This design comes from an exercise in tuning for small area and a short achievable clock period on the open sky130 flow, not from production work.
Function not checked in this run: the RTL went through the layout flow alone.
No activity file was given, so power comes from the tool's default toggle rates.

==> flow/design.v <==
package execPkg;
    localparam int DataWidth = 16;    
    localparam int AddrWidth = 16;    
    localparam int ShiftBits = 4;     
    typedef enum logic [5:0] {
        OpLw1  = 6'd0,     
        OpLw2  = 6'd1,     
        OpLw3  = 6'd2,     
        OpSw1  = 6'd3,     
        OpSw2  = 6'd4,     
        OpMov  = 6'd5,
        OpAdd  = 6'd6,
        OpSub  = 6'd7,
        OpMul  = 6'd8,
        OpDiv  = 6'd9,
        OpAnd  = 6'd10,
        OpOr   = 6'd11,
        OpShl  = 6'd12,
        OpShr  = 6'd13,
        OpCmp  = 6'd14,    
        OpNot  = 6'd15,
        OpJr   = 6'd16,    
        OpJpc  = 6'd17,    
        OpBrfl = 6'd18,    
        OpCall = 6'd19,
        OpRet  = 6'd20,
        OpNop  = 6'd21
    } opcodeE;
    typedef enum logic [1:0] {
        CondAlways = 2'd0,
        CondLess   = 2'd1,
        CondEqual  = 2'd2
    } condE;
endpackage
`timescale 1ns/1ps
import execPkg::*;
module controlDecoder (
    input  logic [5:0] opcode,
    output logic       regWrite,
    output logic       memRead,
    output logic       memWrite,
    output logic       isBranch,     
    output logic       isJpc,
    output logic       isBrfl,
    output logic       stackPush,
    output logic       stackPop,
    output logic       isCompare,
    output logic       illegal
);
    always_comb begin
        regWrite  = 1'b0;
        memRead   = 1'b0;
        memWrite  = 1'b0;
        isBranch  = 1'b0;
        isJpc     = 1'b0;
        isBrfl    = 1'b0;
        stackPush = 1'b0;
        stackPop  = 1'b0;
        isCompare = 1'b0;
        illegal   = 1'b0;
        case (opcode)
            6'd0, 6'd1: begin
                regWrite = 1'b1;
                memRead  = 1'b1;
            end
            6'd2, 6'd5, 6'd6, 6'd7, 6'd8, 6'd9, 6'd10, 6'd11, 6'd12, 6'd13, 6'd15:
                regWrite = 1'b1;
            6'd3, 6'd4: memWrite  = 1'b1;
            6'd14:      isCompare = 1'b1;
            6'd16:      isBranch  = 1'b1;
            6'd17:      isJpc     = 1'b1;
            6'd18:      isBrfl    = 1'b1;
            6'd19: begin
                regWrite  = 1'b1;
                isBranch  = 1'b1;
                stackPush = 1'b1;
            end
            6'd20: begin
                isBranch = 1'b1;
                stackPop = 1'b1;
            end
            6'd21: ;
            default: illegal = 1'b1;
        endcase
    end
endmodule
`timescale 1ns/1ps
import execPkg::*;
module aluCore (
    input  logic [5:0]  opcode,
    input  logic [15:0] operandA,
    input  logic [15:0] operandB,
    input  logic [15:0] immediate,
    input  logic [15:0] pc,
    input  logic [15:0] stackTop,
    output logic [15:0] dataResult,
    output logic [15:0] addrResult,
    output logic        cmpEqual,
    output logic        cmpLess
);
    logic [17:0] b3;
    assign b3 = {2'b0, operandB} + {1'b0, operandB, 1'b0};
    logic [15:0] quot;
    logic [15:0] rem [0:8];
    assign rem[0] = '0;
    for (genvar k = 0; k < 8; k++) begin : gDiv
        localparam int I = 14 - 2*k;
        localparam int W = 2*k + 2;
        logic [W-1:0] t;
        logic [W:0]   d1, d2, d3;
        logic         z1, z2, z3;
        logic         c1, c2, c3;
        if (W == 2) begin : gT1
            assign t = operandA[I+1:I];
        end else begin : gTn
            assign t = {rem[k][W-3:0], operandA[I+1:I]};
        end
        subBorrow #(.W(W), .ARCH(1)) uS1 (.t(t), .y(operandB[W-1:0]), .d(d1[W-1:0]), .borrow(d1[W]));
        subBorrow #(.W(W), .ARCH(1)) uS2 (.t(t), .y({operandB[W-2:0], 1'b0}), .d(d2[W-1:0]), .borrow(d2[W]));
        subBorrow #(.W(W), .ARCH(1)) uS3 (.t(t), .y(b3[W-1:0]), .d(d3[W-1:0]), .borrow(d3[W]));
        if (W == 16) begin : gZ16
            assign z1 = 1'b1;
        end else begin : gZn
            assign z1 = ~|operandB[15:W];
        end
        assign z2 = ~|operandB[15:W-1];
        assign z3 = ~|b3[17:W];
        assign c1 = z1 & ~d1[W];
        assign c2 = z2 & ~d2[W];
        assign c3 = z3 & ~d3[W];
        assign quot[I+1] = c2;
        assign quot[I]   = c3 | (c1 & ~c2);
        assign rem[k+1] = 16'(c3 ? d3[W-1:0] : c2 ? d2[W-1:0] : c1 ? d1[W-1:0] : t);
    end
    logic [15:0] product;
    assign product = operandA * operandB;
    logic opMem1, opMem, opAdd, opSub, opCall, opJpc;
    assign opMem1 = (opcode == 6'd0) || (opcode == 6'd3);
    assign opMem  = opMem1 || (opcode == 6'd1) || (opcode == 6'd4);
    assign opAdd  = (opcode == 6'd6);
    assign opSub  = (opcode == 6'd7) || (opcode == 6'd14);
    assign opCall = (opcode == 6'd19);
    assign opJpc  = (opcode == 6'd17);
    logic [15:0] addX, addY;
    logic [16:0] sum;
    assign addX = (opCall || opJpc) ? pc : operandA;
    always_comb begin
        if (opAdd)                    addY = operandB;
        else if (opSub)               addY = ~operandB;
        else if (opMem1 || opJpc)     addY = immediate;
        else                          addY = '0;
    end
    assign sum = {1'b0, addX} + {1'b0, addY} + 17'(opSub || opCall);
    assign cmpLess  = ~sum[16];
    assign cmpEqual = (sum[15:0] == '0);
    logic        isShl;
    logic [15:0] shIn, shOut, shOutRev, aRev;
    assign isShl = (opcode == 6'd12);
    for (genvar b = 0; b < 16; b++) begin : gRev
        assign aRev[b]     = operandA[15-b];
        assign shOutRev[b] = shOut[15-b];
    end
    assign shIn  = isShl ? aRev : operandA;
    assign shOut = shIn >> operandB[3:0];
    always_comb begin
        case (opcode)
            6'd0, 6'd1, 6'd3, 6'd4, 6'd6, 6'd7, 6'd19:
                           dataResult = sum[15:0];
            6'd2:          dataResult = immediate;
            6'd8:          dataResult = product;
            6'd9:          dataResult = quot;
            6'd10:         dataResult = operandA & operandB;
            6'd11:         dataResult = operandA | operandB;
            6'd12:         dataResult = shOutRev;
            6'd13:         dataResult = shOut;
            6'd15:         dataResult = ~operandA;
            default:       dataResult = operandB;     
        endcase
    end
    always_comb begin
        case (opcode)
            6'd17:         addrResult = sum[15:0];    
            6'd18:         addrResult = immediate;    
            6'd20:         addrResult = stackTop;     
            6'd16, 6'd19:  addrResult = operandA;     
            default:       addrResult = operandB;     
        endcase
    end
endmodule
module subBorrow #(parameter int W = 4, parameter int ARCH = 1) (
    input  logic [W-1:0] t,
    input  logic [W-1:0] y,
    output logic [W-1:0] d,
    output logic         borrow
);
    localparam int L = (W <= 1) ? 1 : $clog2(W);
    logic [W-1:0] g, p, bIn;
    assign g = ~t & y;
    assign p = ~(t ^ y);
    if (ARCH == 0 || W == 1) begin : gRip
        logic [W:0] c;
        assign c[0] = 1'b0;
        for (genvar i = 0; i < W; i++) begin : gB
            assign c[i+1] = g[i] | (p[i] & c[i]);
        end
        assign bIn = c[W-1:0];
        assign borrow = c[W];
    end else begin : gPre
        logic [W-1:0] gl [0:L];
        logic [W-1:0] pl [0:L];
        assign gl[0] = g;
        assign pl[0] = p;
        for (genvar l = 0; l < L; l++) begin : gL
            for (genvar i = 0; i < W; i++) begin : gI
                localparam int J = (ARCH == 1) ? (((i >> l) << l) - 1) : (i - (1 << l));
                localparam bit DO = (ARCH == 1) ? (((i >> l) & 1) == 1) : (i >= (1 << l));
                if (DO) begin : gC
                    assign gl[l+1][i] = gl[l][i] | (pl[l][i] & gl[l][J]);
                    assign pl[l+1][i] = pl[l][i] & pl[l][J];
                end else begin : gP
                    assign gl[l+1][i] = gl[l][i];
                    assign pl[l+1][i] = pl[l][i];
                end
            end
        end
        assign bIn = {gl[L][W-2:0], 1'b0};
        assign borrow = gl[L][W-1];
    end
    assign d = ~p ^ bIn;
endmodule
`timescale 1ns/1ps
import execPkg::*;
module commitStage (
    input  logic        clk,
    input  logic        rstN,
    input  logic        inValid,
    input  logic        regWrite,
    input  logic        memRead,
    input  logic        memWrite,
    input  logic        isBranch,
    input  logic        isJpc,
    input  logic        isBrfl,
    input  logic        stackPush,
    input  logic        stackPop,
    input  logic        isCompare,
    input  logic        illegal,
    input  logic [15:0] dataResult,
    input  logic [15:0] addrResult,
    input  logic        cmpEqual,
    input  logic        cmpLess,
    output logic        outValid,
    output logic        regWriteEn,
    output logic        writeFromMem,
    output logic [15:0] writeData,
    output logic        memReadEn,
    output logic        memWriteEn,
    output logic [15:0] memAddr,
    output logic [15:0] memWriteData,
    output logic        branchTaken,
    output logic [15:0] branchTarget,
    output logic        pushReturn,
    output logic        popReturn,
    output logic        illegalOp
);
    logic        flagEqual;
    logic        flagLess;
    logic [15:0] dataQ;
    logic [15:0] addrQ;
    logic        memReadQ;
    always_ff @(posedge clk) begin
        if (!rstN) begin
            flagEqual  <= 1'b0;
            flagLess   <= 1'b0;
            outValid   <= 1'b0;
            regWriteEn <= 1'b0;
            memReadQ   <= 1'b0;
            memWriteEn <= 1'b0;
            branchTaken <= 1'b0;
            pushReturn <= 1'b0;
            popReturn  <= 1'b0;
            illegalOp  <= 1'b0;
        end else begin
            if (inValid && isCompare) begin
                flagEqual <= cmpEqual;
                flagLess  <= cmpLess;
            end
            outValid    <= inValid;
            regWriteEn  <= inValid && regWrite;
            memReadQ    <= inValid && memRead;
            memWriteEn  <= inValid && memWrite;
            branchTaken <= inValid && (isBranch || (isJpc && flagLess) || (isBrfl && flagEqual));
            pushReturn  <= inValid && stackPush;
            popReturn   <= inValid && stackPop;
            illegalOp   <= inValid && illegal;
        end
    end
    always_ff @(posedge clk) begin
        dataQ <= dataResult;
        addrQ <= addrResult;
    end
    assign memReadEn    = memReadQ;
    assign writeFromMem = memReadQ;
    assign writeData    = dataQ;
    assign memWriteData = addrQ;
    assign memAddr      = dataQ;
    assign branchTarget = addrQ;
endmodule
`timescale 1ns/1ps
import execPkg::*;
module execStage (
    input  logic                 clk,
    input  logic                 rstN,
    input  logic                 inValid,
    input  execPkg::opcodeE               opcode,
    input  logic [execPkg::DataWidth-1:0] operandA,
    input  logic [execPkg::DataWidth-1:0] operandB,
    input  logic [execPkg::DataWidth-1:0] immediate,
    input  logic [execPkg::AddrWidth-1:0] pc,
    input  logic [execPkg::AddrWidth-1:0] stackTop,
    output logic                 outValid,
    output logic                 regWriteEn,
    output logic                 writeFromMem,
    output logic [execPkg::DataWidth-1:0] writeData,
    output logic                 memReadEn,
    output logic                 memWriteEn,
    output logic [execPkg::AddrWidth-1:0] memAddr,
    output logic [execPkg::DataWidth-1:0] memWriteData,
    output logic                 branchTaken,
    output logic [execPkg::AddrWidth-1:0] branchTarget,
    output logic                 pushReturn,
    output logic                 popReturn,
    output logic                 illegalOp
);
    logic        regWrite, memRead, memWrite, isBranch, isJpc, isBrfl;
    logic        stackPush, stackPop, isCompare, illegal;
    logic [15:0] dataResult, addrResult;
    logic        cmpEqual, cmpLess;
    controlDecoder controlDecoder_i (
        .opcode(opcode), .regWrite(regWrite), .memRead(memRead), .memWrite(memWrite),
        .isBranch(isBranch), .isJpc(isJpc), .isBrfl(isBrfl),
        .stackPush(stackPush), .stackPop(stackPop),
        .isCompare(isCompare), .illegal(illegal)
    );
    aluCore aluCore_i (
        .opcode(opcode), .operandA(operandA), .operandB(operandB),
        .immediate(immediate), .pc(pc), .stackTop(stackTop),
        .dataResult(dataResult), .addrResult(addrResult),
        .cmpEqual(cmpEqual), .cmpLess(cmpLess)
    );
    commitStage commitStage_i (
        .clk(clk), .rstN(rstN), .inValid(inValid),
        .regWrite(regWrite), .memRead(memRead), .memWrite(memWrite),
        .isBranch(isBranch), .isJpc(isJpc), .isBrfl(isBrfl),
        .stackPush(stackPush), .stackPop(stackPop),
        .isCompare(isCompare), .illegal(illegal),
        .dataResult(dataResult), .addrResult(addrResult),
        .cmpEqual(cmpEqual), .cmpLess(cmpLess),
        .outValid(outValid), .regWriteEn(regWriteEn), .writeFromMem(writeFromMem),
        .writeData(writeData), .memReadEn(memReadEn), .memWriteEn(memWriteEn),
        .memAddr(memAddr), .memWriteData(memWriteData), .branchTaken(branchTaken),
        .branchTarget(branchTarget), .pushReturn(pushReturn), .popReturn(popReturn),
        .illegalOp(illegalOp)
    );
endmodule
==> flow/run.sh <==
#!/bin/bash
# synth_recipe.tcl (not shown) runs the flow's synth.tcl, then flattens the netlist and writes it again
# the make line also repeats each setting of config.mk as NAME=value (left out here)
make -C /OpenROAD-flow-scripts/flow DESIGN_CONFIG=/design/flow/config.mk WORK_HOME=/design/flow/orfs CLKGATE_MAP_FILE= SYNTH_SCRIPT=/design/flow/synth_recipe.tcl finish
==> flow/config.mk <==
export PLATFORM = sky130hd
export DESIGN_NAME = execStage
export DESIGN_NICKNAME = execStage
export VERILOG_FILES = /design/flow/design.v
export SDC_FILE = /design/flow/constraint.sdc
export NUM_CORES = 4
export LEC_CHECK = 0
export ABC_AREA = 1
export CAP_MARGIN = 20
export CORE_MARGIN = 2
export CORE_UTILIZATION = 40
export PLACE_DENSITY = 0.6
export SLEW_MARGIN = 20
==> flow/constraint.sdc <==
create_clock -name core_clock -period 32.0 [get_ports {clk}]
set_input_delay 6.4000 -clock core_clock [delete_from_list [all_inputs] [get_ports {clk}]]
set_output_delay 6.4000 -clock core_clock [all_outputs]
set_load 0.01 [all_outputs]
==> out/qor_table.md <==
| Step | Item | Reported |
| --- | --- | --- |
| run status | Result of the run | finished clean |
| clock network | Number of buffers created by CTS | 5 |
| place | Post-placement worst setup slack | 7.97 ns |
| detailed routing | Via total after detailed routing | 19.3k |
| sta | Final Hold Vio Count | 0 |
| floorplan | Effective utilization at floorplan | 40.4% |
| place | Number of instances in the placed design | 3425 |
| detailed routing | Post-DR wirelength/cell | 21.4 µm |
| pwr | Leak pwr | 10.7 nW |
| sta | Unrepaired setup endpoints after global routing | no |
| sta | Clock period minus final worst setup slack | 24.01 ns |
| grt | Maximum number of pins on one net before global-route repair | 45 |
| critical path | Largest fanout of any net on the critical path | 20 |
| place | Cell Area, Placed | 20400 µm² |
| place | Post-detailed-placement half-perimeter wirelength | 58300 µm |
| floorplan | Chip height | 218 µm |
| clock network | Sink Count | 42 |
| critical path | Nature of the critical path startpoint | primary input |
| sta | Worst setup slack after layout | 7.99 ns |
| final layout | Fraction of layout instances using a drive strength above 1 | 4.52% |
| grt | Global-route wire length before repair | 112000 µm |
| synthesis | Ys async rst share | 0% |
| sta | Post-Route Skew | 0.0191 ns |
| floorplan | Boundary pin count | 162 |
| synthesis | Net count after synthesis | 3256 |
| synthesis | Syn Inst Count | 2727 |
| critical path | Number of buffer and inverter instances along the worst setup path | 9 |
| detailed routing | DRC errors left | 0 |
| critical path | Reg2Reg Setup Slack | 31.22 ns |
| clock network | Resize count post-CTS | 0 |
| floorplan | Die Outline Area | 47400 µm² |
| clock network | CTS clock-pin slew for the worst setup and hold paths | 0.06 ns |
| place | Number of input and output port buffers inserted | 161 |
| synthesis | Predominant post-synthesis flop cell | sky130_fd_sc_hd__dfxtp_1 |
| job | Max-Cap Viols | 0 |
| clock network | Latest clock arrival within the worst-skew pair | 0.31 ns |
| clock network | Max H-tree Level | 2 |
| detailed routing | Number of optimization iterations in the first detailed-route pass | 7 |
| final layout | Area growth syn-to-layout | 12.7% |
| final layout | Ant diodes | 0 |
| synthesis | Synthesis-stage register bit count | 42 |
| critical path | Category of cells accounting for the largest share of critical-path delay | simple AND/OR/NAND/NOR gates |
| critical path | Sort of element at the end of the critical path | flop |
| sta | Number of pins exceeding their max-slew limit in the final report | 0 |
| synthesis | Count of synthesis-stage warnings from yosys | 28 |
| clock network | Root buf cell | sky130_fd_sc_hd__clkbuf_16 |
| clock network | Buffers inserted during post-CTS setup optimization | 0 |
| synthesis | Synth cell types | 67 |
| final layout | Cell area after layout | 20600 µm² |
| floorplan | Die Width | 218 µm |
| sta | Final number of setup-violating endpoints | 0 |
| sta | Final-layout setup total negative slack | 0 ns |
| final layout | Count of filler cells inserted in the layout | 4677 |
| sta | Relative slew slack | 33.7% |
| critical path | CP dominant cell by count | sky130_fd_sc_hd__nand2_1 |
| worst hold path | Hold Path Class | flop to flop |
| final layout | Final instance count without filler cells | 3433 |
| critical path | Setup Crit Path Kind | primary input to flop |
| detailed routing | Count of antenna-violating nets left after detailed routing | 0 |
| grt | Global-route congestion overflow total | 0 |
| critical path | CP max-delay cell | sky130_fd_sc_hd__fa_1 |
| grt | Overall routing resource usage | 31.0% |
| pwr | Peak supply drop | 0.0395 mV |
| critical path | Required time worst endpoint | 32.20 ns |
| clock network | Number of buffers inserted by hold repair at cts | 0 |
| grt | Initial antenna violation count | 1 |
| floorplan | Core region area | 45300 µm² |
| synthesis | Mean post-synth cell area | 6.70 µm² |
| clock network | Largest buffer count on any clock path | 2 |
| detailed routing | Violation count after the first detailed-route iteration | 1814 |
| detailed routing | Number of vias per cell after detailed routing | 5.62 |
| place | Weighted congestion reported at the end of routability-driven placement | 1.05 |
| pwr | Cell area power density | 35.5 nW/µm² |
| sta | Tightest Pin Transition | 0.986 ns |
| synthesis | Portion of the post-synthesis area used by sequential elements | 4.60% |
| detailed routing | Total wire length | 73500 µm |
| critical path | Longest individual stage delay on the worst path | 0.70 ns |
| grt | Via count of the first global-routing pass | 19.2k |
| final layout | Nets@finish | 3361 |
| sta | FMAX | 41.6 MHz |
| synthesis | Number of synthesized flops with an enable pin | 0 |
| clock network | TritonCTS clock tree | yes |
| sta | Post-route fraction of the period consumed by the critical path | 75.0% |
| critical path | Crit path arrival time | 24.21 ns |
| floorplan | Site Rows | 78 |
| synthesis | Netlist area before placement | 18300 µm² |
| sta | Worst slack on hold paths | 0.488 ns |
logic make-up (layout without fill, tap and decap cells):
group	Yosys count	after routing	synth area share [%]
AO/OA/AOI/OAI	519	519	17.9
XOR/XNOR	113	113	5.41
multiplexers	1	1	0.0548
adder cells (fa/ha/maj)	440	440	35.8
flip-flops	42	42	4.60
AND/OR/NAND/NOR	1010	1010	23.0
buffers and inverters	602	708	13.1
layout by cell type (no fill, tap or decap), types with 6 or more instances in the layout:
cell type,synthesis,final
sky130_fd_sc_hd__nand2_1,621,621
sky130_fd_sc_hd__inv_1,479,479
sky130_fd_sc_hd__ha_1,301,301
sky130_fd_sc_hd__nor2_1,167,166
sky130_fd_sc_hd__clkdlybuf4s50_1,0,156
sky130_fd_sc_hd__a21oi_1,153,153
sky130_fd_sc_hd__fa_1,139,139
sky130_fd_sc_hd__o21ai_0,122,122
sky130_fd_sc_hd__nand3_1,120,120
sky130_fd_sc_hd__xor2_1,58,58
sky130_fd_sc_hd__xnor2_1,55,55
sky130_fd_sc_hd__buf_4,34,46
sky130_fd_sc_hd__dfxtp_1,42,42
sky130_fd_sc_hd__o22ai_1,40,40
sky130_fd_sc_hd__o2111ai_1,25,25
sky130_fd_sc_hd__nand4_1,23,23
sky130_fd_sc_hd__nor3_1,22,22
sky130_fd_sc_hd__o211ai_1,19,19
sky130_fd_sc_hd__a22oi_1,18,18
sky130_fd_sc_hd__a31oi_1,16,16
sky130_fd_sc_hd__a21o_1,15,15
sky130_fd_sc_hd__a221oi_1,14,14
sky130_fd_sc_hd__nand2_2,13,13
sky130_fd_sc_hd__o221ai_1,12,12
sky130_fd_sc_hd__nand3b_1,10,10
sky130_fd_sc_hd__o21bai_1,10,10
sky130_fd_sc_hd__a211oi_1,10,9
sky130_fd_sc_hd__o21ai_2,9,9
sky130_fd_sc_hd__inv_2,8,8
sky130_fd_sc_hd__o21ai_1,8,8
sky130_fd_sc_hd__a21boi_0,8,8
sky130_fd_sc_hd__and2_1,7,7
sky130_fd_sc_hd__nor2_2,5,6
sky130_fd_sc_hd__clkinv_1,6,6
sky130_fd_sc_hd__a2111oi_0,7,6
tightest hold or removal path, delay by kind of cell, from the launching register on:
kind            cells  cell delay [ns]
simple gates        1             0.07
flops               1             0.33
compound gates      1             0.05
report_power, final:
group          switching (W)  leakage (nW)  total (W)  internal [W]
logic               0.000367          10.3   0.000607      0.000240
registers         0.00000310         0.351  0.0000605     0.0000574
clock network      0.0000257        0.0819  0.0000631     0.0000375
total               0.000396          10.7   0.000731      0.000335
Yosys cell counts (18+ instances only):
cell type | instances | area [µm²]
sky130_fd_sc_hd__a21oi_1 | 153 | 766
sky130_fd_sc_hd__buf_4 | 34 | 255
sky130_fd_sc_hd__o21ai_0 | 122 | 611
sky130_fd_sc_hd__nand4_1 | 23 | 144
sky130_fd_sc_hd__o22ai_1 | 40 | 250
sky130_fd_sc_hd__fa_1 | 139 | 2780
sky130_fd_sc_hd__dfxtp_1 | 42 | 841
sky130_fd_sc_hd__nor3_1 | 22 | 110
sky130_fd_sc_hd__xor2_1 | 58 | 508
sky130_fd_sc_hd__xnor2_1 | 55 | 482
sky130_fd_sc_hd__nor2_1 | 167 | 627
sky130_fd_sc_hd__o211ai_1 | 19 | 143
sky130_fd_sc_hd__nand3_1 | 120 | 601
sky130_fd_sc_hd__a22oi_1 | 18 | 135
sky130_fd_sc_hd__ha_1 | 301 | 3770
sky130_fd_sc_hd__inv_1 | 479 | 1800
sky130_fd_sc_hd__clkbuf_1 | 62 | 233
sky130_fd_sc_hd__nand2_1 | 621 | 2330
sky130_fd_sc_hd__o2111ai_1 | 25 | 219
flip-flops by register name, indices dropped and copies added (netlist names):
name                       count
commitStage_i.branchTaken      1
commitStage_i.addrQ           16
commitStage_i.regWriteEn       1
commitStage_i.illegalOp        1
commitStage_i.pushReturn       1
commitStage_i.outValid         1
commitStage_i.popReturn        1
commitStage_i.dataQ           16
commitStage_i.flagLess         1
commitStage_i.memWriteEn       1
commitStage_i.flagEqual        1
commitStage_i.memReadQ         1
final timing paths:
check / from / to / cells past startpoint
worst max-delay path: operandB[2] / commitStage_i.dataQ[1] / 81
worst min-delay path: commitStage_i.flagEqual / commitStage_i.flagEqual / 2
worst max register to register: commitStage_i.flagEqual / commitStage_i.branchTaken / 3
worst min register to register: commitStage_i.flagEqual / commitStage_i.flagEqual / 2
per-stage QoR:
step                      power, W  utilization [%]
after floorplan           0.000486                -
after detailed placement  0.000665             45.1
after global placement    0.000656             45.1
final                     0.000731             45.5
after CTS                 0.000732             45.5
after global routing      0.000820             45.5
metal layers:
| metal | global-route usage, % | routed length (µm) |
|---|---|---|
| met3 | 3.60 | 5070 |
| met5 | 0 | 12 |
| met2 | 53.2 | 34100 |
| met1 | 39.2 | 30800 |
| met4 | 12.8 | 3550 |
cell type report:
| type | instances | area (µm²) | share of cell area [%] |
|---|---|---|---|
| inverters | 493 | 1850 | 8.98 |
| well taps | 600 | 751 | 3.64 |
| multi-input cells | 2083 | 15100 | 73.1 |
| repair buffers | 207 | 1930 | 9.37 |
| flip-flops and latches | 42 | 841 | 4.08 |
| clock inverters | 3 | 48.8 | 0.237 |
| clock buffers | 5 | 125 | 0.607 |

[port drivers added, routing unchanged]
No port has a modelled driver above. Below, the same layout with a new extraction and two added sets of constraints.
Step 1 (the two cells are an assumption about what drives the block):
set clk [get_ports {clk}]
set_driving_cell -lib_cell sky130_fd_sc_hd__clkbuf_16 $clk
set_driving_cell -lib_cell sky130_fd_sc_hd__buf_2 [delete_from_list [all_inputs] $clk]
Step 2 times the ports against the registers' clock, not the clock port: input delays grow and output delays shrink by t, the midpoint of the rising clock arrivals with the driver on.
a / b / c = no drivers / after step 1 / after step 2; a / b = the first two.
t, ns: 0.350
setup WS [ns]: 7.987 / 8.004 / 7.654
worst setup path after step 2: input to register
worst slew at a driven data input, ns: 0.05
After both steps this run still meets setup and hold. For this run, drivers alone change the setup slack by +0.017 ns; drivers and shift together by -0.333 ns.
